Source: an optimization exercise on an open RTL-to-GDS flow (aim: small area). Production flows keep margins and buffers that such runs may drop. Only simulation tests tie the RTL to the original design; equivalence was not proved. Power and IR drop assume default switching activity.

==> flow/design.v (outline; a module is shown in full before it is edited, if it fits) <==
// module dpd_fa: 10 lines
// module dpd_ha: 9 lines
// module dpd_bsel: 10 lines
// module dpd_o22ai: 9 lines
// module dpd_xor2: 7 lines
// module dpd_mulrnd: 1313 lines
// module dpd_aoi222: 6 lines
// module dpd_rdbit: 12 lines
// module dpd_sync_fifo: 15 lines
// module dpd_output_stage: 113 lines
module dpd_output_stage (
  input  logic               clk,
  input  logic               rst_n,
  input  logic               ENABLE,
  input  logic               valid_in,
  input  logic signed [15:0] y_in_re,
  input  logic signed [15:0] y_in_im,
  input  logic signed [15:0] gain,
  input  logic               clr_status,
  input  logic               dac_ready,
  output logic               dac_valid,
  output logic signed [15:0] dac_re,
  output logic signed [15:0] dac_im,
  output logic               fifo_full,
  output logic               fifo_empty,
  output logic [4:0]         fifo_level,
  output logic               overflow,
  output logic [15:0]        sat_count
);
  // ...
==> flow/flow/run.sh <==
#!/bin/bash
# Standard layout, with the port buffers made from the smallest buffer cell
# and, after global routing, non-critical gates downsized (power recovery).
set -e
export BUFFER_PORTS_ARGS="-buffer_cell sky130_fd_sc_hd__buf_1"
export RECOVER_POWER=100
bash standard.sh > standard.log 2>&1
==> flow/standard.sh <==
#!/bin/bash
# synth_recipe.tcl (not shown) runs the flow's synth.tcl, then flattens the netlist and writes it again
# the make line also repeats each setting of config.mk as NAME=value (left out here)
make -C /OpenROAD-flow-scripts/flow DESIGN_CONFIG=/design/flow/config.mk WORK_HOME=/design/flow/orfs CLKGATE_MAP_FILE= SYNTH_SCRIPT=/design/flow/synth_recipe.tcl "${@:-finish}"
==> flow/config.mk <==
export PLATFORM = sky130hd
export DESIGN_NAME = dpd_output_stage
export DESIGN_NICKNAME = dpd_output_stage
export VERILOG_FILES = /design/flow/design.v
export SDC_FILE = /design/flow/constraint.sdc
export NUM_CORES = 4
export LEC_CHECK = 0
export CAP_MARGIN = 20
export CORE_MARGIN = 2
export CORE_UTILIZATION = 40
export CTS_BUF_LIST = sky130_fd_sc_hd__clkbuf_8
export CTS_CLUSTER_DIAMETER = 100
export CTS_CLUSTER_SIZE = 16
export SLEW_MARGIN = 20
export SYNTH_HIERARCHICAL = 1
==> flow/constraint.sdc <==
create_clock -name core_clock -period 7.5 [get_ports {clk}]
set_input_delay 1.5000 -clock core_clock [delete_from_list [all_inputs] [get_ports {clk}]]
set_output_delay 1.5000 -clock core_clock [all_outputs]
set_load 0.01 [all_outputs]
==> impl_metrics.xml, run 1 <==
<?xml version="1.0" encoding="UTF-8"?>
<metrics>
  <group name="run_status">
    <metric name="status" unit="">finished with violations</metric>
    <metric name="violations" unit="">capacitance limit, slew limit</metric>
  </group>
  <group name="sta">
    <metric name="timing.hold.ws" unit="ns">0.384</metric>
    <metric name="number_of_slew_limit_violations_in_the_final_report" unit="">458</metric>
    <metric name="clock.fmax" unit="GHz">0.145</metric>
    <metric name="finalSetupTns" unit="ns">0</metric>
  </group>
  <group name="setup_path">
    <metric name="crit_path_end" unit="">r_s2_re[10]</metric>
    <metric name="worstPathArrival" unit="ns">7.39</metric>
    <metric name="largest_fanout_on_the_critical_path" unit="">24</metric>
  </group>
  <group name="cells_and_area">
    <metric name="clkbuf_count" unit="">46</metric>
    <metric name="regMostFlops" unit="">r_mem</metric>
    <metric name="nonClockInverterCount" unit="">96</metric>
    <metric name="count_of_multi_input_combinational_gates" unit="">1502</metric>
  </group>
  <group name="placement">
    <metric name="placedInstanceArea" unit="um2">34100</metric>
    <metric name="globalplace.congestion" unit="">0.882</metric>
    <metric name="placement.io_buffers" unit="">110</metric>
  </group>
  <group name="power">
    <metric name="totalPowerFinal" unit="mW">14.8</metric>
    <metric name="power-top-group" unit="">combinational cells</metric>
    <metric name="power_per_unit_of_standard_cell_area" unit="nW/um2">426</metric>
  </group>
  <group name="clock_tree">
    <metric name="cts_repair_resize_count" unit="">0</metric>
    <metric name="cts.path.max_buffers" unit="">3</metric>
    <metric name="tritoncts_clock_tree" unit="">built</metric>
  </group>
  <group name="detailed_routing">
    <metric name="route.final.wire_length" unit="um">83300</metric>
  </group>
  <group name="job">
    <metric name="drv.max_cap_violation_count" unit="">5</metric>
  </group>
  <group name="synthesis">
    <metric name="synth_top_family_by_area" unit="">adder cells</metric>
    <metric name="biggest_area_contributors_in_the_synthesized_netlist" unit="">sky130_fd_sc_hd__edfxtp_1 48%, sky130_fd_sc_hd__fa_1 11%, sky130_fd_sc_hd__xor2_1 7.5%</metric>
    <metric name="synth_warnings" unit="">8</metric>
    <metric name="synth.lib_cells_used.distinct" unit="">65</metric>
  </group>
</metrics>
==> run 2, diff against run 1 <==
--- a/flow/design.v
+++ b/flow/design.v
@@ -636,386 +636,385 @@
   logic s21;
   logic c22;
   dpd_fa u_s21 (.a(pp3_9), .b(pp4_7), .ci(pp5_5), .s(s21), .co(c22));
   logic s23;
   logic c24;
   dpd_ha u_s23 (.a(pp6_3), .b(pp7_1), .s(s23), .co(c24));
   logic s25;
   logic c26;
-  dpd_fa u_s25 (.a(pp0_16), .b(pp1_14), .ci(pp2_12), .s(s25), .co(c26));
+  assign s25 = ~(npp0_16 ^ pp1_14);
+  assign c26 = npp0_16 | pp1_14;
   logic s27;
   logic c28;
-  dpd_fa u_s27 (.a(pp3_10), .b(pp4_8), .ci(pp5_6), .s(s27), .co(c28));
+  dpd_fa u_s27 (.a(pp2_12), .b(pp3_10), .ci(pp4_8), .s(s27), .co(c28));
   logic s29;
   logic c30;
-  dpd_ha u_s29 (.a(pp6_4), .b(pp7_2), .s(s29), .co(c30));
+  dpd_fa u_s29 (.a(pp5_6), .b(pp6_4), .ci(pp7_2), .s(s29), .co(c30));
   logic s31;
   logic c32;
-  dpd_fa u_s31 (.a(pp0_16), .b(pp1_15), .ci(pp2_13), .s(s31), .co(c32));
+  assign s31 = ~(pp1_15 ^ pp2_13);
+  assign c32 = pp1_15 | pp2_13;
   logic s33;
   logic c34;
   dpd_fa u_s33 (.a(pp3_11), .b(pp4_9), .ci(pp5_7), .s(s33), .co(c34));
   logic s35;
   logic c36;
   dpd_ha u_s35 (.a(pp6_5), .b(pp7_3), .s(s35), .co(c36));
   logic s37;
   logic c38;
-  dpd_fa u_s37 (.a(npp0_16), .b(npp1_16), .ci(pp2_14), .s(s37), .co(c38));
+  dpd_fa u_s37 (.a(npp1_16), .b(pp2_14), .ci(pp3_12), .s(s37), .co(c38));
   logic s39;
   logic c40;
-  dpd_fa u_s39 (.a(pp3_12), .b(pp4_10), .ci(pp5_8), .s(s39), .co(c40));
+  dpd_fa u_s39 (.a(pp4_10), .b(pp5_8), .ci(pp6_6), .s(s39), .co(c40));
   logic s41;
   logic c42;
-  dpd_ha u_s41 (.a(pp6_6), .b(pp7_4), .s(s41), .co(c42));
+  assign s41 = ~(pp2_15 ^ pp3_13);
+  assign c42 = pp2_15 | pp3_13;
   logic s43;
   logic c44;
-  assign s43 = ~(pp2_15 ^ pp3_13);
-  assign c44 = pp2_15 | pp3_13;
+  dpd_ha u_s43 (.a(pp4_11), .b(pp5_9), .s(s43), .co(c44));
   logic s45;
   logic c46;
-  dpd_fa u_s45 (.a(pp4_11), .b(pp5_9), .ci(pp6_7), .s(s45), .co(c46));
+  dpd_fa u_s45 (.a(npp2_16), .b(pp3_14), .ci(pp4_12), .s(s45), .co(c46));
   logic s47;
   logic c48;
-  dpd_fa u_s47 (.a(npp2_16), .b(pp3_14), .ci(pp4_12), .s(s47), .co(c48));
+  assign s47 = ~pp3_15;
+  assign c48 = pp3_15;
   logic s49;
   logic c50;
-  assign s49 = ~pp3_15;
-  assign c50 = pp3_15;
+  dpd_ha u_s49 (.a(neg[3]), .b(pp0_6), .s(s49), .co(c50));
   logic s51;
   logic c52;
-  dpd_ha u_s51 (.a(neg[3]), .b(pp0_6), .s(s51), .co(c52));
+  dpd_ha u_s51 (.a(pp0_7), .b(pp1_5), .s(s51), .co(c52));
   logic s53;
   logic c54;
-  dpd_ha u_s53 (.a(pp0_7), .b(pp1_5), .s(s53), .co(c54));
+  dpd_fa u_s53 (.a(neg[4]), .b(pp0_8), .ci(pp1_6), .s(s53), .co(c54));
   logic s55;
   logic c56;
-  dpd_fa u_s55 (.a(neg[4]), .b(pp0_8), .ci(pp1_6), .s(s55), .co(c56));
+  dpd_ha u_s55 (.a(pp2_4), .b(pp3_2), .s(s55), .co(c56));
   logic s57;
   logic c58;
-  dpd_ha u_s57 (.a(pp2_4), .b(pp3_2), .s(s57), .co(c58));
+  dpd_fa u_s57 (.a(pp0_9), .b(pp1_7), .ci(pp2_5), .s(s57), .co(c58));
   logic s59;
   logic c60;
-  dpd_fa u_s59 (.a(pp0_9), .b(pp1_7), .ci(pp2_5), .s(s59), .co(c60));
+  dpd_ha u_s59 (.a(pp3_3), .b(pp4_1), .s(s59), .co(c60));
   logic s61;
   logic c62;
-  dpd_ha u_s61 (.a(pp3_3), .b(pp4_1), .s(s61), .co(c62));
+  dpd_fa u_s61 (.a(pp1_8), .b(pp2_6), .ci(pp3_4), .s(s61), .co(c62));
   logic s63;
   logic c64;
-  dpd_fa u_s63 (.a(pp1_8), .b(pp2_6), .ci(pp3_4), .s(s63), .co(c64));
+  dpd_fa u_s63 (.a(pp4_2), .b(pp5_0), .ci(s1), .s(s63), .co(c64));
   logic s65;
   logic c66;
-  dpd_fa u_s65 (.a(pp4_2), .b(pp5_0), .ci(s1), .s(s65), .co(c66));
+  dpd_fa u_s65 (.a(pp2_7), .b(pp3_5), .ci(pp4_3), .s(s65), .co(c66));
   logic s67;
   logic c68;
-  dpd_fa u_s67 (.a(pp2_7), .b(pp3_5), .ci(pp4_3), .s(s67), .co(c68));
+  dpd_fa u_s67 (.a(pp5_1), .b(c2), .ci(s3), .s(s67), .co(c68));
   logic s69;
   logic c70;
-  dpd_fa u_s69 (.a(pp5_1), .b(c2), .ci(s3), .s(s69), .co(c70));
+  dpd_fa u_s69 (.a(pp4_4), .b(pp5_2), .ci(pp6_0), .s(s69), .co(c70));
   logic s71;
   logic c72;
-  dpd_fa u_s71 (.a(pp4_4), .b(pp5_2), .ci(pp6_0), .s(s71), .co(c72));
+  dpd_fa u_s71 (.a(s7), .b(c4), .ci(s5), .s(s71), .co(c72));
   logic s73;
   logic c74;
-  dpd_fa u_s73 (.a(s7), .b(c4), .ci(s5), .s(s73), .co(c74));
+  dpd_fa u_s73 (.a(pp5_3), .b(pp6_1), .ci(c8), .s(s73), .co(c74));
   logic s75;
   logic c76;
-  dpd_fa u_s75 (.a(pp5_3), .b(pp6_1), .ci(c8), .s(s75), .co(c76));
+  dpd_fa u_s75 (.a(s11), .b(c6), .ci(s9), .s(s75), .co(c76));
   logic s77;
   logic c78;
-  dpd_fa u_s77 (.a(s11), .b(c6), .ci(s9), .s(s77), .co(c78));
+  dpd_fa u_s77 (.a(pp7_0), .b(c12), .ci(s17), .s(s77), .co(c78));
   logic s79;
   logic c80;
-  dpd_fa u_s79 (.a(pp7_0), .b(c12), .ci(s17), .s(s79), .co(c80));
+  dpd_fa u_s79 (.a(c10), .b(s13), .ci(s15), .s(s79), .co(c80));
   logic s81;
   logic c82;
-  dpd_fa u_s81 (.a(c10), .b(s13), .ci(s15), .s(s81), .co(c82));
+  dpd_fa u_s81 (.a(c18), .b(s23), .ci(c14), .s(s81), .co(c82));
   logic s83;
   logic c84;
-  dpd_fa u_s83 (.a(c18), .b(s23), .ci(c14), .s(s83), .co(c84));
+  dpd_fa u_s83 (.a(c16), .b(s19), .ci(s21), .s(s83), .co(c84));
   logic s85;
   logic c86;
-  dpd_fa u_s85 (.a(c16), .b(s19), .ci(s21), .s(s85), .co(c86));
+  dpd_fa u_s85 (.a(c24), .b(c20), .ci(c22), .s(s85), .co(c86));
   logic s87;
   logic c88;
-  dpd_fa u_s87 (.a(c24), .b(s29), .ci(c20), .s(s87), .co(c88));
+  dpd_fa u_s87 (.a(s25), .b(s27), .ci(s29), .s(s87), .co(c88));
   logic s89;
   logic c90;
-  dpd_fa u_s89 (.a(c22), .b(s25), .ci(s27), .s(s89), .co(c90));
+  dpd_fa u_s89 (.a(s35), .b(c26), .ci(c28), .s(s89), .co(c90));
   logic s91;
   logic c92;
-  dpd_fa u_s91 (.a(c30), .b(s35), .ci(c26), .s(s91), .co(c92));
+  dpd_fa u_s91 (.a(c30), .b(s31), .ci(s33), .s(s91), .co(c92));
   logic s93;
   logic c94;
-  dpd_fa u_s93 (.a(c28), .b(s31), .ci(s33), .s(s93), .co(c94));
+  dpd_fa u_s93 (.a(pp7_4), .b(c36), .ci(c32), .s(s93), .co(c94));
   logic s95;
   logic c96;
-  dpd_fa u_s95 (.a(c36), .b(s41), .ci(c32), .s(s95), .co(c96));
+  dpd_fa u_s95 (.a(c34), .b(s37), .ci(s39), .s(s95), .co(c96));
   logic s97;
   logic c98;
-  dpd_fa u_s97 (.a(c34), .b(s37), .ci(s39), .s(s97), .co(c98));
+  dpd_fa u_s97 (.a(pp6_7), .b(pp7_5), .ci(s43), .s(s97), .co(c98));
   logic s99;
   logic c100;
-  dpd_fa u_s99 (.a(pp7_5), .b(c42), .ci(c38), .s(s99), .co(c100));
+  dpd_fa u_s99 (.a(c38), .b(c40), .ci(s41), .s(s99), .co(c100));
   logic s101;
   logic c102;
-  dpd_fa u_s101 (.a(c40), .b(s43), .ci(s45), .s(s101), .co(c102));
+  dpd_fa u_s101 (.a(pp5_10), .b(pp6_8), .ci(pp7_6), .s(s101), .co(c102));
   logic s103;
   logic c104;
-  dpd_fa u_s103 (.a(pp5_10), .b(pp6_8), .ci(pp7_6), .s(s103), .co(c104));
+  dpd_fa u_s103 (.a(c44), .b(c42), .ci(s45), .s(s103), .co(c104));
   logic s105;
   logic c106;
-  dpd_fa u_s105 (.a(c44), .b(c46), .ci(s47), .s(s105), .co(c106));
+  dpd_fa u_s105 (.a(pp4_13), .b(pp5_11), .ci(pp6_9), .s(s105), .co(c106));
   logic s107;
   logic c108;
-  dpd_fa u_s107 (.a(pp4_13), .b(pp5_11), .ci(pp6_9), .s(s107), .co(c108));
+  dpd_fa u_s107 (.a(pp7_7), .b(s47), .ci(c46), .s(s107), .co(c108));
   logic s109;
   logic c110;
-  dpd_fa u_s109 (.a(pp7_7), .b(s49), .ci(c48), .s(s109), .co(c110));
+  dpd_fa u_s109 (.a(npp3_16), .b(pp4_14), .ci(pp5_12), .s(s109), .co(c110));
   logic s111;
   logic c112;
-  dpd_fa u_s111 (.a(npp3_16), .b(pp4_14), .ci(pp5_12), .s(s111), .co(c112));
+  dpd_fa u_s111 (.a(pp6_10), .b(pp7_8), .ci(c48), .s(s111), .co(c112));
   logic s113;
   logic c114;
-  dpd_fa u_s113 (.a(pp6_10), .b(pp7_8), .ci(c50), .s(s113), .co(c114));
+  assign s113 = ~(pp4_15 ^ pp5_13);
+  assign c114 = pp4_15 | pp5_13;
   logic s115;
   logic c116;
-  assign s115 = ~(pp4_15 ^ pp5_13);
-  assign c116 = pp4_15 | pp5_13;
+  dpd_ha u_s115 (.a(pp6_11), .b(pp7_9), .s(s115), .co(c116));
   logic s117;
   logic c118;
-  dpd_ha u_s117 (.a(pp6_11), .b(pp7_9), .s(s117), .co(c118));
+  dpd_fa u_s117 (.a(npp4_16), .b(pp5_14), .ci(pp6_12), .s(s117), .co(c118));
   logic s119;
   logic c120;
-  dpd_fa u_s119 (.a(npp4_16), .b(pp5_14), .ci(pp6_12), .s(s119), .co(c120));
+  assign s119 = ~pp5_15;
+  assign c120 = pp5_15;
   logic s121;
   logic c122;
-  assign s121 = ~pp5_15;
-  assign c122 = pp5_15;
+  dpd_ha u_s121 (.a(neg[2]), .b(pp0_4), .s(s121), .co(c122));
   logic s123;
   logic c124;
-  dpd_ha u_s123 (.a(neg[2]), .b(pp0_4), .s(s123), .co(c124));
+  dpd_ha u_s123 (.a(pp0_5), .b(pp1_3), .s(s123), .co(c124));
   logic s125;
   logic c126;
-  dpd_ha u_s125 (.a(pp0_5), .b(pp1_3), .s(s125), .co(c126));
+  dpd_fa u_s125 (.a(pp1_4), .b(pp2_2), .ci(pp3_0), .s(s125), .co(c126));
   logic s127;
   logic c128;
-  dpd_fa u_s127 (.a(pp1_4), .b(pp2_2), .ci(pp3_0), .s(s127), .co(c128));
+  dpd_fa u_s127 (.a(pp2_3), .b(pp3_1), .ci(c50), .s(s127), .co(c128));
   logic s129;
   logic c130;
-  dpd_fa u_s129 (.a(pp2_3), .b(pp3_1), .ci(c52), .s(s129), .co(c130));
+  dpd_fa u_s129 (.a(pp4_0), .b(c52), .ci(s55), .s(s129), .co(c130));
   logic s131;
   logic c132;
-  dpd_fa u_s131 (.a(pp4_0), .b(c54), .ci(s57), .s(s131), .co(c132));
+  dpd_fa u_s131 (.a(c56), .b(s59), .ci(c54), .s(s131), .co(c132));
   logic s133;
   logic c134;
-  dpd_fa u_s133 (.a(c58), .b(s61), .ci(c56), .s(s133), .co(c134));
+  dpd_fa u_s133 (.a(c60), .b(c58), .ci(s61), .s(s133), .co(c134));
   logic s135;
   logic c136;
-  dpd_fa u_s135 (.a(c62), .b(c60), .ci(s63), .s(s135), .co(c136));
+  dpd_fa u_s135 (.a(c62), .b(s65), .ci(c64), .s(s135), .co(c136));
   logic s137;
   logic c138;
-  dpd_fa u_s137 (.a(c64), .b(s67), .ci(c66), .s(s137), .co(c138));
+  dpd_fa u_s137 (.a(c66), .b(s69), .ci(c68), .s(s137), .co(c138));
   logic s139;
   logic c140;
-  dpd_fa u_s139 (.a(c68), .b(s71), .ci(c70), .s(s139), .co(c140));
+  dpd_fa u_s139 (.a(c70), .b(s73), .ci(c72), .s(s139), .co(c140));
   logic s141;
   logic c142;
-  dpd_fa u_s141 (.a(c72), .b(s75), .ci(c74), .s(s141), .co(c142));
+  dpd_fa u_s141 (.a(c74), .b(s77), .ci(c76), .s(s141), .co(c142));
   logic s143;
   logic c144;
-  dpd_fa u_s143 (.a(c76), .b(s79), .ci(c78), .s(s143), .co(c144));
+  dpd_fa u_s143 (.a(c78), .b(c80), .ci(s81), .s(s143), .co(c144));
   logic s145;
   logic c146;
-  dpd_fa u_s145 (.a(c80), .b(c82), .ci(s83), .s(s145), .co(c146));
+  dpd_fa u_s145 (.a(c82), .b(c84), .ci(s85), .s(s145), .co(c146));
   logic s147;
   logic c148;
-  dpd_fa u_s147 (.a(c84), .b(c86), .ci(s87), .s(s147), .co(c148));
+  dpd_fa u_s147 (.a(c86), .b(c88), .ci(s89), .s(s147), .co(c148));
   logic s149;
   logic c150;
-  dpd_fa u_s149 (.a(c88), .b(c90), .ci(s91), .s(s149), .co(c150));
+  dpd_fa u_s149 (.a(c90), .b(c92), .ci(s93), .s(s149), .co(c150));
   logic s151;
   logic c152;
-  dpd_fa u_s151 (.a(c92), .b(c94), .ci(s95), .s(s151), .co(c152));
+  dpd_fa u_s151 (.a(s97), .b(c94), .ci(c96), .s(s151), .co(c152));
   logic s153;
   logic c154;
-  dpd_fa u_s153 (.a(c96), .b(c98), .ci(s99), .s(s153), .co(c154));
+  dpd_fa u_s153 (.a(s101), .b(c98), .ci(c100), .s(s153), .co(c154));
   logic s155;
   logic c156;
-  dpd_fa u_s155 (.a(s103), .b(c100), .ci(c102), .s(s155), .co(c156));
+  dpd_fa u_s155 (.a(c102), .b(s105), .ci(c104), .s(s155), .co(c156));
   logic s157;
   logic c158;
-  dpd_fa u_s157 (.a(c104), .b(s107), .ci(c106), .s(s157), .co(c158));
+  dpd_fa u_s157 (.a(c106), .b(s109), .ci(s111), .s(s157), .co(c158));
   logic s159;
   logic c160;
-  dpd_fa u_s159 (.a(c108), .b(s111), .ci(s113), .s(s159), .co(c160));
+  dpd_fa u_s159 (.a(s115), .b(c110), .ci(s113), .s(s159), .co(c160));
   logic s161;
   logic c162;
-  dpd_fa u_s161 (.a(s117), .b(c112), .ci(s115), .s(s161), .co(c162));
+  dpd_fa u_s161 (.a(pp7_10), .b(c116), .ci(c114), .s(s161), .co(c162));
   logic s163;
   logic c164;
-  dpd_fa u_s163 (.a(pp7_10), .b(c118), .ci(c116), .s(s163), .co(c164));
+  dpd_fa u_s163 (.a(pp6_13), .b(pp7_11), .ci(s119), .s(s163), .co(c164));
   logic s165;
   logic c166;
-  dpd_fa u_s165 (.a(pp6_13), .b(pp7_11), .ci(s121), .s(s165), .co(c166));
+  dpd_fa u_s165 (.a(npp5_16), .b(pp6_14), .ci(pp7_12), .s(s165), .co(c166));
   logic s167;
   logic c168;
-  dpd_fa u_s167 (.a(npp5_16), .b(pp6_14), .ci(pp7_12), .s(s167), .co(c168));
+  assign s167 = ~pp6_15;
+  assign c168 = pp6_15;
   logic s169;
   logic c170;
-  assign s169 = ~pp6_15;
-  assign c170 = pp6_15;
+  dpd_ha u_s169 (.a(neg[1]), .b(pp0_2), .s(s169), .co(c170));
   logic s171;
   logic c172;
-  dpd_ha u_s171 (.a(neg[1]), .b(pp0_2), .s(s171), .co(c172));
+  dpd_ha u_s171 (.a(pp0_3), .b(pp1_1), .s(s171), .co(c172));
   logic s173;
   logic c174;
-  dpd_ha u_s173 (.a(pp0_3), .b(pp1_1), .s(s173), .co(c174));
+  dpd_fa u_s173 (.a(pp1_2), .b(pp2_0), .ci(s121), .s(s173), .co(c174));
   logic s175;
   logic c176;
-  dpd_fa u_s175 (.a(pp1_2), .b(pp2_0), .ci(s123), .s(s175), .co(c176));
+  dpd_fa u_s175 (.a(pp2_1), .b(c122), .ci(s123), .s(s175), .co(c176));
   logic s177;
   logic c178;
-  dpd_fa u_s177 (.a(pp2_1), .b(c124), .ci(s125), .s(s177), .co(c178));
+  dpd_fa u_s177 (.a(s49), .b(c124), .ci(s125), .s(s177), .co(c178));
   logic s179;
   logic c180;
   dpd_fa u_s179 (.a(s51), .b(c126), .ci(s127), .s(s179), .co(c180));
   logic s181;
   logic c182;
   dpd_fa u_s181 (.a(s53), .b(c128), .ci(s129), .s(s181), .co(c182));
   logic s183;
   logic c184;
-  dpd_fa u_s183 (.a(s55), .b(c130), .ci(s131), .s(s183), .co(c184));
+  dpd_fa u_s183 (.a(s57), .b(c130), .ci(s131), .s(s183), .co(c184));
   logic s185;
   logic c186;
-  dpd_fa u_s185 (.a(s59), .b(c132), .ci(s133), .s(s185), .co(c186));
+  dpd_fa u_s185 (.a(s63), .b(c132), .ci(s133), .s(s185), .co(c186));
   logic s187;
   logic c188;
-  dpd_fa u_s187 (.a(s65), .b(c134), .ci(s135), .s(s187), .co(c188));
+  dpd_fa u_s187 (.a(s67), .b(c134), .ci(s135), .s(s187), .co(c188));
   logic s189;
   logic c190;
-  dpd_fa u_s189 (.a(s69), .b(c136), .ci(s137), .s(s189), .co(c190));
+  dpd_fa u_s189 (.a(s71), .b(c136), .ci(s137), .s(s189), .co(c190));
   logic s191;
   logic c192;
-  dpd_fa u_s191 (.a(s73), .b(c138), .ci(s139), .s(s191), .co(c192));
+  dpd_fa u_s191 (.a(s75), .b(c138), .ci(s139), .s(s191), .co(c192));
   logic s193;
   logic c194;
-  dpd_fa u_s193 (.a(s77), .b(c140), .ci(s141), .s(s193), .co(c194));
+  dpd_fa u_s193 (.a(s79), .b(c140), .ci(s141), .s(s193), .co(c194));
   logic s195;
   logic c196;
-  dpd_fa u_s195 (.a(s81), .b(c142), .ci(s143), .s(s195), .co(c196));
+  dpd_fa u_s195 (.a(s83), .b(c142), .ci(s143), .s(s195), .co(c196));
   logic s197;
   logic c198;
-  dpd_fa u_s197 (.a(s85), .b(c144), .ci(s145), .s(s197), .co(c198));
+  dpd_fa u_s197 (.a(s87), .b(c144), .ci(s145), .s(s197), .co(c198));
   logic s199;
   logic c200;
-  dpd_fa u_s199 (.a(s89), .b(c146), .ci(s147), .s(s199), .co(c200));
+  dpd_fa u_s199 (.a(s91), .b(c146), .ci(s147), .s(s199), .co(c200));
   logic s201;
   logic c202;
-  dpd_fa u_s201 (.a(s93), .b(c148), .ci(s149), .s(s201), .co(c202));
+  dpd_fa u_s201 (.a(s95), .b(c148), .ci(s149), .s(s201), .co(c202));
   logic s203;
   logic c204;
-  dpd_fa u_s203 (.a(s97), .b(c150), .ci(s151), .s(s203), .co(c204));
+  dpd_fa u_s203 (.a(s99), .b(c150), .ci(s151), .s(s203), .co(c204));
   logic s205;
   logic c206;
-  dpd_fa u_s205 (.a(s101), .b(c152), .ci(s153), .s(s205), .co(c206));
+  dpd_fa u_s205 (.a(s103), .b(c152), .ci(s153), .s(s205), .co(c206));
   logic s207;
   logic c208;
-  dpd_fa u_s207 (.a(s105), .b(c154), .ci(s155), .s(s207), .co(c208));
+  dpd_fa u_s207 (.a(s107), .b(c154), .ci(s155), .s(s207), .co(c208));
   logic s209;
   logic c210;
-  dpd_fa u_s209 (.a(s109), .b(c156), .ci(s157), .s(s209), .co(c210));
+  dpd_fa u_s209 (.a(c108), .b(s157), .ci(c156), .s(s209), .co(c210));
   logic s211;
   logic c212;
-  dpd_fa u_s211 (.a(c110), .b(s159), .ci(c158), .s(s211), .co(c212));
+  dpd_fa u_s211 (.a(c112), .b(s159), .ci(c158), .s(s211), .co(c212));
   logic s213;
   logic c214;
-  dpd_fa u_s213 (.a(c114), .b(s161), .ci(c160), .s(s213), .co(c214));
+  dpd_fa u_s213 (.a(s117), .b(c160), .ci(s161), .s(s213), .co(c214));
   logic s215;
   logic c216;
-  dpd_fa u_s215 (.a(s119), .b(c162), .ci(s163), .s(s215), .co(c216));
+  dpd_fa u_s215 (.a(c118), .b(s163), .ci(c162), .s(s215), .co(c216));
   logic s217;
   logic c218;
   dpd_fa u_s217 (.a(c120), .b(s165), .ci(c164), .s(s217), .co(c218));
   logic s219;
   logic c220;
-  dpd_fa u_s219 (.a(c122), .b(s167), .ci(c166), .s(s219), .co(c220));
+  dpd_fa u_s219 (.a(pp7_13), .b(s167), .ci(c166), .s(s219), .co(c220));
   logic s221;
   logic c222;
-  dpd_fa u_s221 (.a(pp7_13), .b(s169), .ci(c168), .s(s221), .co(c222));
+  dpd_fa u_s221 (.a(npp6_16), .b(pp7_14), .ci(c168), .s(s221), .co(c222));
   logic s223;
   logic c224;
-  dpd_fa u_s223 (.a(npp6_16), .b(pp7_14), .ci(c170), .s(s223), .co(c224));
-  logic s225;
-  logic c226;
-  assign s225 = ~pp7_15;
-  assign c226 = pp7_15;
+  assign s223 = ~pp7_15;
+  assign c224 = pp7_15;
   logic [31:0] ra, rb, sm;
   assign ra[0] = neg[0];
   assign rb[0] = pp0_0;
   assign ra[1] = pp0_1;
   assign rb[1] = 1'b0;
   assign ra[2] = pp1_0;
-  assign rb[2] = s171;
-  assign ra[3] = c172;
-  assign rb[3] = s173;
-  assign ra[4] = c174;
-  assign rb[4] = s175;
-  assign ra[5] = c176;
-  assign rb[5] = s177;
-  assign ra[6] = c178;
-  assign rb[6] = s179;
-  assign ra[7] = c180;
-  assign rb[7] = s181;
-  assign ra[8] = c182;
-  assign rb[8] = s183;
-  assign ra[9] = c184;
-  assign rb[9] = s185;
-  assign ra[10] = c186;
-  assign rb[10] = s187;
-  assign ra[11] = c188;
-  assign rb[11] = s189;
-  assign ra[12] = c190;
-  assign rb[12] = s191;
-  assign ra[13] = c192;
-  assign rb[13] = s193;
-  assign ra[14] = c194;
-  assign rb[14] = s195;
-  assign ra[15] = c196;
-  assign rb[15] = s197;
-  assign ra[16] = c198;
-  assign rb[16] = s199;
-  assign ra[17] = c200;
-  assign rb[17] = s201;
-  assign ra[18] = c202;
-  assign rb[18] = s203;
-  assign ra[19] = c204;
-  assign rb[19] = s205;
-  assign ra[20] = c206;
-  assign rb[20] = s207;
-  assign ra[21] = c208;
-  assign rb[21] = s209;
-  assign ra[22] = c210;
-  assign rb[22] = s211;
-  assign ra[23] = c212;
-  assign rb[23] = s213;
-  assign ra[24] = c214;
-  assign rb[24] = s215;
-  assign ra[25] = c216;
-  assign rb[25] = s217;
-  assign ra[26] = c218;
-  assign rb[26] = s219;
-  assign ra[27] = c220;
-  assign rb[27] = s221;
-  assign ra[28] = c222;
-  assign rb[28] = s223;
-  assign ra[29] = c224;
-  assign rb[29] = s225;
+  assign rb[2] = s169;
+  assign ra[3] = c170;
+  assign rb[3] = s171;
+  assign ra[4] = c172;
+  assign rb[4] = s173;
+  assign ra[5] = c174;
+  assign rb[5] = s175;
+  assign ra[6] = c176;
+  assign rb[6] = s177;
+  assign ra[7] = c178;
+  assign rb[7] = s179;
+  assign ra[8] = c180;
+  assign rb[8] = s181;
+  assign ra[9] = c182;
+  assign rb[9] = s183;
+  assign ra[10] = c184;
+  assign rb[10] = s185;
+  assign ra[11] = c186;
+  assign rb[11] = s187;
+  assign ra[12] = c188;
+  assign rb[12] = s189;
+  assign ra[13] = c190;
+  assign rb[13] = s191;
+  assign ra[14] = c192;
+  assign rb[14] = s193;
+  assign ra[15] = c194;
+  assign rb[15] = s195;
+  assign ra[16] = c196;
+  assign rb[16] = s197;
+  assign ra[17] = c198;
+  assign rb[17] = s199;
+  assign ra[18] = c200;
+  assign rb[18] = s201;
+  assign ra[19] = c202;
+  assign rb[19] = s203;
+  assign ra[20] = c204;
+  assign rb[20] = s205;
+  assign ra[21] = c206;
+  assign rb[21] = s207;
+  assign ra[22] = c208;
+  assign rb[22] = s209;
+  assign ra[23] = c210;
+  assign rb[23] = s211;
+  assign ra[24] = c212;
+  assign rb[24] = s213;
+  assign ra[25] = c214;
+  assign rb[25] = s215;
+  assign ra[26] = c216;
+  assign rb[26] = s217;
+  assign ra[27] = c218;
+  assign rb[27] = s219;
+  assign ra[28] = c220;
+  assign rb[28] = s221;
+  assign ra[29] = c222;
+  assign rb[29] = s223;
   assign ra[30] = npp7_16;
-  assign rb[30] = c226;
+  assign rb[30] = c224;
   assign ra[31] = 1'b1;
   assign rb[31] = 1'b0;
   logic [32:0] cy;
   logic [31:0] g, p;
   assign g = ra & rb;
   assign p = ra ^ rb;
   logic G0_1;
   logic P0_1;
==> flow/flow/run.sh (replaced) <==
#!/bin/bash
# Standard layout, with the port buffers made from the smallest buffer cell.
set -e
export BUFFER_PORTS_ARGS="-buffer_cell sky130_fd_sc_hd__buf_1"
bash standard.sh > standard.log 2>&1
==> run 2 against run 1 <==
The run now finishes clean. Worst setup slack worse by 0.082 ns. Clock-buffer cell count unchanged. Clock skew up 0.029 ns. Critical endpoint is now r_s2_re[8]. Largest cell class unchanged.
==> impl_metrics.xml, run 2 <==
<?xml version="1.0" encoding="UTF-8"?>
<metrics>
  <group name="global_route">
    <metric name="grt_max_degree" unit="">214</metric>
    <metric name="global_route.overflow_total" unit="">0</metric>
    <metric name="grt_pass1_wl" unit="um">124000</metric>
    <metric name="first_global_vias" unit="">20893</metric>
    <metric name="grtUsageTotal" unit="">0.193</metric>
    <metric name="antenna_found_initial" unit="">2</metric>
  </group>
  <group name="power">
    <metric name="totalPowerFinal" unit="mW">14.2</metric>
    <metric name="p_leak" unit="nW">12.4</metric>
    <metric name="power_per_unit_of_standard_cell_area" unit="nW/um2">406</metric>
    <metric name="max-vdd-ir-drop" unit="mV">0.352</metric>
  </group>
  <group name="synthesis">
    <metric name="synthesis.area_per_instance" unit="um2">14.3</metric>
    <metric name="synth_flop_cell" unit="">sky130_fd_sc_hd__edfxtp_1</metric>
    <metric name="synth_compound_area_frac" unit="">0.128</metric>
    <metric name="post-synth-top-count-cell" unit="">sky130_fd_sc_hd__edfxtp_1</metric>
    <metric name="synth_top_family_by_area" unit="">adder cells</metric>
    <metric name="post_synth_top_cells" unit="">512 x sky130_fd_sc_hd__edfxtp_1, 268 x sky130_fd_sc_hd__xor2_1, 256 x sky130_fd_sc_hd__o22ai_1, 176 x sky130_fd_sc_hd__fa_1, 160 x sky130_fd_sc_hd__a222oi_1</metric>
    <metric name="synth.net_count" unit="">2559</metric>
    <metric name="ys_ff_latch" unit="">617</metric>
    <metric name="synth_async_sr_flop_share" unit="">0.0389</metric>
    <metric name="simple_gate_area_share_of_the_yosys_netlist" unit="">0.0512</metric>
    <metric name="sequential_fraction_of_the_synthesis_area" unit="">0.553</metric>
    <metric name="synth_adder_area_share" unit="">0.153</metric>
    <metric name="synth_warnings" unit="">8</metric>
    <metric name="multiplexer_area_fraction_after_synthesis" unit="">0.0116</metric>
    <metric name="synth.largest_area_cell" unit="">sky130_fd_sc_hd__edfxtp_1</metric>
    <metric name="synth-xor-area-share" unit="">0.0853</metric>
    <metric name="syn-instance-count" unit="">2221</metric>
    <metric name="synth_area" unit="um2">31800</metric>
    <metric name="biggest_area_contributors_in_the_synthesized_netlist" unit="">sky130_fd_sc_hd__edfxtp_1 48%, sky130_fd_sc_hd__fa_1 11%, sky130_fd_sc_hd__xor2_1 7.4%</metric>
    <metric name="synth_enable_flop_cells" unit="">512</metric>
    <metric name="yosysTopAreaCellShare" unit="">0.483</metric>
    <metric name="synth.lib_cells_used.distinct" unit="">66</metric>
  </group>
  <group name="detailed_routing">
    <metric name="drt_first_pass_iters" unit="">9</metric>
    <metric name="routed-via-count" unit="">20947</metric>
    <metric name="uppermost_signal_routing_layer_after_detailed_routing" unit="">met5</metric>
    <metric name="post-route-drc-count" unit="">0</metric>
    <metric name="final_antenna_net_count" unit="">0</metric>
    <metric name="routed_via_density" unit="">5.97</metric>
    <metric name="routed-wl-met2" unit="um">39200</metric>
    <metric name="dr_wl_met3" unit="um">5970</metric>
    <metric name="route.final.wire_length" unit="um">81400</metric>
    <metric name="routed_wirelength_normalized_by_instance_count" unit="um">23.2</metric>
    <metric name="met1_length" unit="um">34500</metric>
    <metric name="detailedRoute.firstIterationViolations" unit="">2760</metric>
  </group>
  <group name="floorplan">
    <metric name="rows" unit="">103</metric>
    <metric name="die_height" unit="um">286</metric>
    <metric name="floorplan.initialDensity" unit="">0.403</metric>
    <metric name="die_w" unit="um">286</metric>
    <metric name="die_area" unit="um2">81800</metric>
    <metric name="floorplan.core_area" unit="um2">78900</metric>
    <metric name="num_io_pins" unit="">111</metric>
  </group>
  <group name="hold_path">
    <metric name="hold_path_class" unit="">register to register</metric>
    <metric name="worstHoldPathCells" unit="">0</metric>
  </group>
  <group name="setup_path">
    <metric name="worst-path-buf-inv" unit="">2</metric>
    <metric name="critical-path-top-cell-by-count" unit="">sky130_fd_sc_hd__fa_1</metric>
    <metric name="largest_fanout_on_the_critical_path" unit="">18</metric>
    <metric name="worstPathRequired" unit="ns">8.09</metric>
    <metric name="worstPathArrival" unit="ns">7.56</metric>
    <metric name="worst_path_largest_cell_delay" unit="ns">0.71</metric>
    <metric name="crit_slowest_cell" unit="">sky130_fd_sc_hd__a21oi_2</metric>
    <metric name="critical_path.cell_chain" unit="">nor2_1, a21oi_2, buf_4, o22ai_1, xor2_1, ha_1, fa_1, fa_1, fa_1, ha_1, a21oi_1, nor2b_1, o311ai_0, o211ai_2, o41ai_2, o2bb2a_1, a211oi_1, a211o_1, buf_4, mux2i_1</metric>
    <metric name="worst_r2r_path_depth" unit="">20</metric>
    <metric name="cp_top_family" unit="">compound AO/OA/AOI/OAI gates</metric>
    <metric name="timing.critical_path.depth" unit="">20</metric>
    <metric name="critical_path_class" unit="">register to register</metric>
    <metric name="startpoint_type" unit="">register</metric>
    <metric name="critical_path.endpoint_type" unit="">register</metric>
  </group>
  <group name="placement">
    <metric name="dp_slack" unit="ns">0.527</metric>
    <metric name="dp.final_hpwl" unit="um">50900</metric>
    <metric name="placedInstanceArea" unit="um2">34100</metric>
    <metric name="placement.io_buffers" unit="">110</metric>
    <metric name="globalplace.congestion" unit="">0.860</metric>
  </group>
  <group name="clock_tree">
    <metric name="clkTransAtPathRegs" unit="ns">0.10</metric>
    <metric name="numClockSinks" unit="">617</metric>
    <metric name="cts_repair_resize_count" unit="">0</metric>
    <metric name="cts-buffers-inserted" unit="">46</metric>
    <metric name="h_tree_depth" unit="">2</metric>
    <metric name="tritoncts_clock_tree" unit="">built</metric>
    <metric name="root_buffer" unit="">sky130_fd_sc_hd__clkbuf_8</metric>
    <metric name="clock_latency" unit="ns">0.69</metric>
    <metric name="post_cts.repair.setup_buffers" unit="">0</metric>
    <metric name="cts.path.max_buffers" unit="">3</metric>
    <metric name="cts_hold_buf" unit="">0</metric>
  </group>
  <group name="cells_and_area">
    <metric name="multi_input_comb_area" unit="um2">13800</metric>
    <metric name="regArea" unit="um2">17600</metric>
    <metric name="final.fill_count" unit="">7138</metric>
    <metric name="top_library_cells_by_usage_in_the_layout_fill_and_taps_aside" unit="">512 x sky130_fd_sc_hd__edfxtp_1, 268 x sky130_fd_sc_hd__xor2_1, 256 x sky130_fd_sc_hd__o22ai_1, 176 x sky130_fd_sc_hd__fa_1, 160 x sky130_fd_sc_hd__a222oi_1</metric>
    <metric name="drive_above_1_share" unit="">0.0773</metric>
    <metric name="regMostFlops" unit="">r_mem</metric>
    <metric name="largest_register_ff_count" unit="">512</metric>
    <metric name="final_design_area_no_fill" unit="um2">34900</metric>
    <metric name="nets" unit="">2768</metric>
    <metric name="areaGrowthSynthToFinish" unit="%">9.81</metric>
    <metric name="layout.cells.most_common" unit="">sky130_fd_sc_hd__edfxtp_1</metric>
  </group>
  <group name="sta">
    <metric name="clock.fmax" unit="GHz">0.143</metric>
    <metric name="rsz_0062_raised_after_global_routing" unit="">no</metric>
    <metric name="tightestPinTransition" unit="ns">1.09</metric>
    <metric name="setup-violations-final" unit="">0</metric>
    <metric name="timing.final.ws_setup" unit="ns">0.524</metric>
    <metric name="finalSetupTns" unit="ns">0</metric>
    <metric name="max_slew_margin" unit="">0.268</metric>
    <metric name="post-route-period-util" unit="">0.930</metric>
    <metric name="timing_hold_violations_final" unit="">0</metric>
    <metric name="clock_skew" unit="ns">0.0616</metric>
    <metric name="number_of_slew_limit_violations_in_the_final_report" unit="">0</metric>
    <metric name="final_period_minus_worst_setup_slack" unit="ns">6.98</metric>
    <metric name="timing.hold.ws" unit="ns">0.357</metric>
  </group>
  <group name="run_status">
    <metric name="status" unit="">complete, no violations</metric>
  </group>
  <group name="job">
    <metric name="drv.max_cap_violation_count" unit="">0</metric>
  </group>
</metrics>
[run 2: cell count changes in the layout (fill, tap and decap cells not counted), moves of 8 or more]
cell and delta:
sky130_fd_sc_hd__mux2i_1 +26, sky130_fd_sc_hd__buf_4 +8, sky130_fd_sc_hd__inv_1 +18, sky130_fd_sc_hd__a21oi_1 -10, sky130_fd_sc_hd__nand2b_1 -18, sky130_fd_sc_hd__or2_2 +8
sky130_fd_sc_hd__or2b_1 +14, sky130_fd_sc_hd__a21o_1 -8
[run 2: worst paths after layout]
kind                                   to  slack [ns]    startpoint
hold / removal                 r_s2_valid        0.36    r_s1_valid
min in group asynchronous      r_level[3]        0.76         rst_n
max in group asynchronous  r_sat_count[5]        6.48         rst_n
setup reg to reg               r_s2_re[8]        0.52  r_s1_gain[7]
setup / recovery               r_s2_re[8]        0.52  r_s1_gain[7]
hold reg to reg                r_s2_valid        0.36    r_s1_valid
[run 2: modules after synthesis, one instance, submodules excluded, excerpt]
module / area (um2) / times used / cells inside
dpd_xor2: 8.76 / 256 / 1
dpd_output_stage: 18700 / 1 / 797
dpd_rdbit: 16.3 / 32 / 3
dpd_o22ai: 6.26 / 256 / 1
dpd_mulrnd: 1650 / 2 / 225
dpd_aoi222: 10.0 / 160 / 1
dpd_ha: 12.5 / 32 / 1
dpd_fa: 20.0 / 174 / 1
[run 2: final cells by class]
type                            count  share of cell area
Multi-Input combinational cell   1474               0.395
Antenna cell                        2            0.000143
Clock inverter                     29             0.00444
Inverter                          116              0.0125
Sequential cell                   617               0.504
Timing Repair Buffer              175              0.0281
Clock buffer                       46              0.0181
Tap cell                         1050              0.0376
[run 2: stage by stage]
step / utilization / std cells
global route: 0.443 / 3508
CTS: 0.443 / 3506
finish: 0.443 / 3509
global placement: 0.433 / 3431
floorplan: - / 2221
detailed placement: 0.433 / 3431
[run 2: cell families (layout without fill, tap and decap cells)]
group	after synthesis	in the layout
buffers and inverters	130	366
adder cells (fa/ha/maj)	284	284
AND/OR/NAND/NOR	303	303
AO/OA/AOI/OAI	541	541
flip-flops	617	617
XOR/XNOR	310	310
other	0	2
multiplexers	36	36
[run 2: report_power, final]
group | leakage, nW | total (mW) | switching [mW] | internal, mW
clock network | 0.473 | 1.68 | 1.09 | 0.586
registers | 5.72 | 4.32 | 0.196 | 4.12
logic | 6.23 | 8.18 | 4.72 | 3.46
total | 12.4 | 14.2 | 6.01 | 8.16
[run 2: metal layers]
metal,track usage,vias to the layer above
met1,0.267,10661
met3,0.0285,132
met4,0.0501,2
li1,-,9246
met5,0,-
met2,0.320,906
==> run 3, diff against run 2 <==
==> flow/flow/run.sh (replaced) <==
#!/bin/bash
# Standard layout, with the port buffers made from the smallest buffer cell
# and a clock tree of clkbuf_8 cells without dummy loads.
set -e
export BUFFER_PORTS_ARGS="-buffer_cell sky130_fd_sc_hd__buf_1"
export CTS_ARGS="-sink_clustering_enable -repair_clock_nets -sink_clustering_size 16 -sink_clustering_max_diameter 100 -buf_list sky130_fd_sc_hd__clkbuf_8 -dont_use_dummy_load"
bash standard.sh > standard.log 2>&1
==> run 3 against run 2 <==
Clock skew up 0.036 ns. Worst setup slack worse by 0.077 ns. Maximum frequency down 1.1%. Critical endpoint unchanged. Critical path type unchanged. Sequential power about the same.
==> impl_metrics.xml, run 3 <==
<?xml version="1.0" encoding="UTF-8"?>
<metrics>
  <group name="clock_tree">
    <metric name="cts_hold_buf" unit="">0</metric>
    <metric name="numClockSinks" unit="">617</metric>
    <metric name="post_cts.repair.setup_buffers" unit="">0</metric>
    <metric name="cts-buffers-inserted" unit="">46</metric>
    <metric name="tritoncts_clock_tree" unit="">built</metric>
    <metric name="cts.path.max_buffers" unit="">3</metric>
    <metric name="cts_repair_resize_count" unit="">0</metric>
    <metric name="clock_latency" unit="ns">0.66</metric>
    <metric name="root_buffer" unit="">sky130_fd_sc_hd__clkbuf_8</metric>
    <metric name="h_tree_depth" unit="">2</metric>
    <metric name="clkTransAtPathRegs" unit="ns">0.10</metric>
  </group>
  <group name="setup_path">
    <metric name="critical_path.cell_chain" unit="">buf_4, nor2_1, a21oi_2, buf_4, o22ai_1, xor2_1, fa_1, fa_1, fa_1, fa_1, ha_1, a21oi_1, nor2b_1, o311ai_0, o211ai_2, o41ai_2, o2bb2a_1, a211oi_1, a211o_1, buf_4, mux2i_1</metric>
    <metric name="worst-path-buf-inv" unit="">3</metric>
    <metric name="worstPathArrival" unit="ns">7.62</metric>
    <metric name="cp_top_family" unit="">compound AO/OA/AOI/OAI gates</metric>
    <metric name="startpoint_type" unit="">register</metric>
    <metric name="worstPathRequired" unit="ns">8.07</metric>
    <metric name="critical_path_class" unit="">register to register</metric>
    <metric name="critical-path-top-cell-by-count" unit="">sky130_fd_sc_hd__fa_1</metric>
    <metric name="worst_path_largest_cell_delay" unit="ns">0.72</metric>
    <metric name="crit_slowest_cell" unit="">sky130_fd_sc_hd__dfxtp_2</metric>
    <metric name="critical_path.endpoint_type" unit="">register</metric>
    <metric name="largest_fanout_on_the_critical_path" unit="">32</metric>
  </group>
  <group name="sta">
    <metric name="max_slew_margin" unit="">0.284</metric>
    <metric name="finalSetupTns" unit="ns">0</metric>
    <metric name="rsz_0062_raised_after_global_routing" unit="">no</metric>
    <metric name="number_of_slew_limit_violations_in_the_final_report" unit="">0</metric>
    <metric name="post-route-period-util" unit="">0.940</metric>
    <metric name="clock_skew" unit="ns">0.0972</metric>
    <metric name="tightestPinTransition" unit="ns">1.07</metric>
    <metric name="timing_hold_violations_final" unit="">0</metric>
    <metric name="clock.fmax" unit="GHz">0.142</metric>
    <metric name="setup-violations-final" unit="">0</metric>
    <metric name="final_period_minus_worst_setup_slack" unit="ns">7.05</metric>
  </group>
  <group name="global_route">
    <metric name="grtUsageTotal" unit="">0.193</metric>
    <metric name="grt_pass1_wl" unit="um">124000</metric>
    <metric name="global_route.overflow_total" unit="">0</metric>
    <metric name="antenna_found_initial" unit="">2</metric>
    <metric name="first_global_vias" unit="">20791</metric>
    <metric name="grt_max_degree" unit="">214</metric>
  </group>
  <group name="synthesis">
    <metric name="synth.largest_area_cell" unit="">sky130_fd_sc_hd__edfxtp_1</metric>
    <metric name="synth.net_count" unit="">2559</metric>
    <metric name="post-synth-top-count-cell" unit="">sky130_fd_sc_hd__edfxtp_1</metric>
    <metric name="biggest_area_contributors_in_the_synthesized_netlist" unit="">sky130_fd_sc_hd__edfxtp_1 48%, sky130_fd_sc_hd__fa_1 11%, sky130_fd_sc_hd__xor2_1 7.4%</metric>
    <metric name="syn-instance-count" unit="">2221</metric>
    <metric name="synth_warnings" unit="">8</metric>
    <metric name="synthesis.area_per_instance" unit="um2">14.3</metric>
    <metric name="synth_area" unit="um2">31800</metric>
    <metric name="synth.lib_cells_used.distinct" unit="">66</metric>
    <metric name="synth_async_sr_flop_share" unit="">0.0389</metric>
    <metric name="yosysTopAreaCellShare" unit="">0.483</metric>
    <metric name="ys_ff_latch" unit="">617</metric>
    <metric name="sequential_fraction_of_the_synthesis_area" unit="">0.553</metric>
    <metric name="synth_flop_cell" unit="">sky130_fd_sc_hd__edfxtp_1</metric>
    <metric name="post_synth_top_cells" unit="">512 x sky130_fd_sc_hd__edfxtp_1, 268 x sky130_fd_sc_hd__xor2_1, 256 x sky130_fd_sc_hd__o22ai_1, 176 x sky130_fd_sc_hd__fa_1, 160 x sky130_fd_sc_hd__a222oi_1</metric>
    <metric name="synth_enable_flop_cells" unit="">512</metric>
  </group>
  <group name="power">
    <metric name="power_per_unit_of_standard_cell_area" unit="nW/um2">404</metric>
    <metric name="max-vdd-ir-drop" unit="mV">0.347</metric>
    <metric name="totalPowerFinal" unit="mW">14.0</metric>
    <metric name="p_leak" unit="nW">12.3</metric>
  </group>
  <group name="detailed_routing">
    <metric name="final_antenna_net_count" unit="">0</metric>
    <metric name="routed_wirelength_normalized_by_instance_count" unit="um">23.4</metric>
    <metric name="route.final.wire_length" unit="um">81500</metric>
    <metric name="routed_via_density" unit="">6.03</metric>
    <metric name="post-route-drc-count" unit="">0</metric>
    <metric name="drt_first_pass_iters" unit="">14</metric>
    <metric name="routed-via-count" unit="">20966</metric>
    <metric name="detailedRoute.firstIterationViolations" unit="">2779</metric>
  </group>
  <group name="cells_and_area">
    <metric name="drive_above_1_share" unit="">0.0754</metric>
    <metric name="layout.cells.most_common" unit="">sky130_fd_sc_hd__edfxtp_1</metric>
    <metric name="final_cells" unit="">3479</metric>
    <metric name="regMostFlops" unit="">r_mem</metric>
    <metric name="largest_register_ff_count" unit="">512</metric>
    <metric name="nets" unit="">2768</metric>
    <metric name="final_design_area_no_fill" unit="um2">34800</metric>
    <metric name="utilization" unit="">0.441</metric>
    <metric name="top_library_cells_by_usage_in_the_layout_fill_and_taps_aside" unit="">512 x sky130_fd_sc_hd__edfxtp_1, 268 x sky130_fd_sc_hd__xor2_1, 256 x sky130_fd_sc_hd__o22ai_1, 176 x sky130_fd_sc_hd__fa_1, 160 x sky130_fd_sc_hd__a222oi_1</metric>
    <metric name="areaGrowthSynthToFinish" unit="%">9.31</metric>
  </group>
  <group name="placement">
    <metric name="globalplace.congestion" unit="">0.860</metric>
    <metric name="placed_instances" unit="">3431</metric>
    <metric name="placedInstanceArea" unit="um2">34100</metric>
    <metric name="placement.io_buffers" unit="">110</metric>
    <metric name="dp.final_hpwl" unit="um">50900</metric>
  </group>
  <group name="floorplan">
    <metric name="die_height" unit="um">286</metric>
    <metric name="rows" unit="">103</metric>
    <metric name="floorplan.initialDensity" unit="">0.403</metric>
    <metric name="die_w" unit="um">286</metric>
    <metric name="die_area" unit="um2">81800</metric>
    <metric name="num_io_pins" unit="">111</metric>
    <metric name="floorplan.core_area" unit="um2">78900</metric>
  </group>
  <group name="run_status">
    <metric name="status" unit="">complete, no violations</metric>
  </group>
  <group name="hold_path">
    <metric name="hold_path_class" unit="">register to register</metric>
  </group>
  <group name="job">
    <metric name="drv.max_cap_violation_count" unit="">0</metric>
  </group>
</metrics>
[run 3: cell counts after synthesis]
No cell type changed its count.
[run 3: logic make-up after synthesis]
family	Yosys count	synth area share
adders and majority gates	284	0.153
DFF	617	0.553
and+or+nand+nor	303	0.0512
muxes	36	0.0116
buffers and inverters	130	0.0177
AOI/OAI and AO/OA	541	0.128
xor gates and xnor gates	310	0.0853
[run 3: final cells by class]
cell class                 instances  area [um2]
fill                            7133       44100
sequential                       617       17600
multi-input combinational       1474       13800
tap                             1050        1310
timing repair buffer             175         983
clock buffer                      46         633
inverter                         116         435
antenna                            1        2.50
[run 3: through the flow]
| step | hold WS (ns) | setup slack (ns) |
|---|---|---|
| 5_1_grt | 0.358 | 0.0232 |
| 3_3_place_gp | 0.334 | 0.753 |
| 6_report | 0.355 | 0.447 |
| 2_1_floorplan | 0.331 | -3.87 |
| 3_5_place_dp | 0.336 | 0.527 |
| 4_1_cts | 0.355 | 0.463 |
[run 3: Yosys stat by module (local to each module, per instance), excerpt]
module            area, um2  cells  flip-flops and latches  copies in the design
dpd_aoi222             10.0      1                       0                   160
dpd_fa                 20.0      1                       0                   174
dpd_ha                 12.5      1                       0                    32
dpd_mulrnd             1650    225                       0                     2
dpd_o22ai              6.26      1                       0                   256
dpd_output_stage      18700    797                     617                     1
dpd_rdbit              16.3      3                       0                    32
[run 3: path summary, 6_finish.rpt]
kind / startpoint / endpoint / slack, ns / depth (start not counted)
max in group asynchronous: rst_n / r_sat_count[5] / 6.42 / 2
min: r_s1_valid / r_s2_valid / 0.35 / 0
min reg2reg: r_s1_valid / r_s2_valid / 0.35 / 0
min in group asynchronous: rst_n / r_level[3] / 0.79 / 2
max: r_s1_gain[3] / r_s2_re[8] / 0.45 / 21
max reg2reg: r_s1_gain[3] / r_s2_re[8] / 0.45 / 21
[run 3: report_power, final]
group / total [mW] / internal, mW / switching [mW]
Clock: 1.57 / 0.549 / 1.02
Combinational: 8.15 / 3.45 / 4.70
Sequential: 4.32 / 4.12 / 0.196
Total: 14.0 / 8.12 / 5.91
[run 3: layer usage]
layer | GRT usage | routed length (um) | vias up
met5 | 0 | 20 | -
met4 | 0.0497 | 1620 | 4
met3 | 0.0278 | 6190 | 117
met2 | 0.318 | 39400 | 951
met1 | 0.268 | 34300 | 10678
li1 | - | - | 9216

## separate check: timing with driven ports
The flow's constraints put no driver on any port. The routed layouts listed below were extracted and timed again, unchanged, in two steps. Step 1 assumes that a clkbuf_16 drives the clock port and a buf_2 every other input. Step 2 also shifts input and output timing later by t, the mid clock arrival at the registers, as if the neighbouring blocks saw the same clock. a / b / c = ideal ports / drivers / drivers and shift; a / b = the first two.
run | shift t [ns] | setup slack, ns | hold WS [ns] | clock arrival spread, ns
run 1 | 0.718 | 0.606 / 0.606 / 0.244 | 0.384 / 0.384 / 0.384 | 0.036 / 0.035
run 2 | 0.721 | 0.524 / 0.524 / 0.524 | 0.357 / 0.357 / 0.357 | 0.068 / 0.068
run 3 | 0.675 | 0.447 / 0.447 / 0.447 | 0.355 / 0.355 / 0.355 | 0.101 / 0.102
For run 1, which loses most, drivers alone change the setup slack by 0.000 ns; drivers and shift together by -0.362 ns.
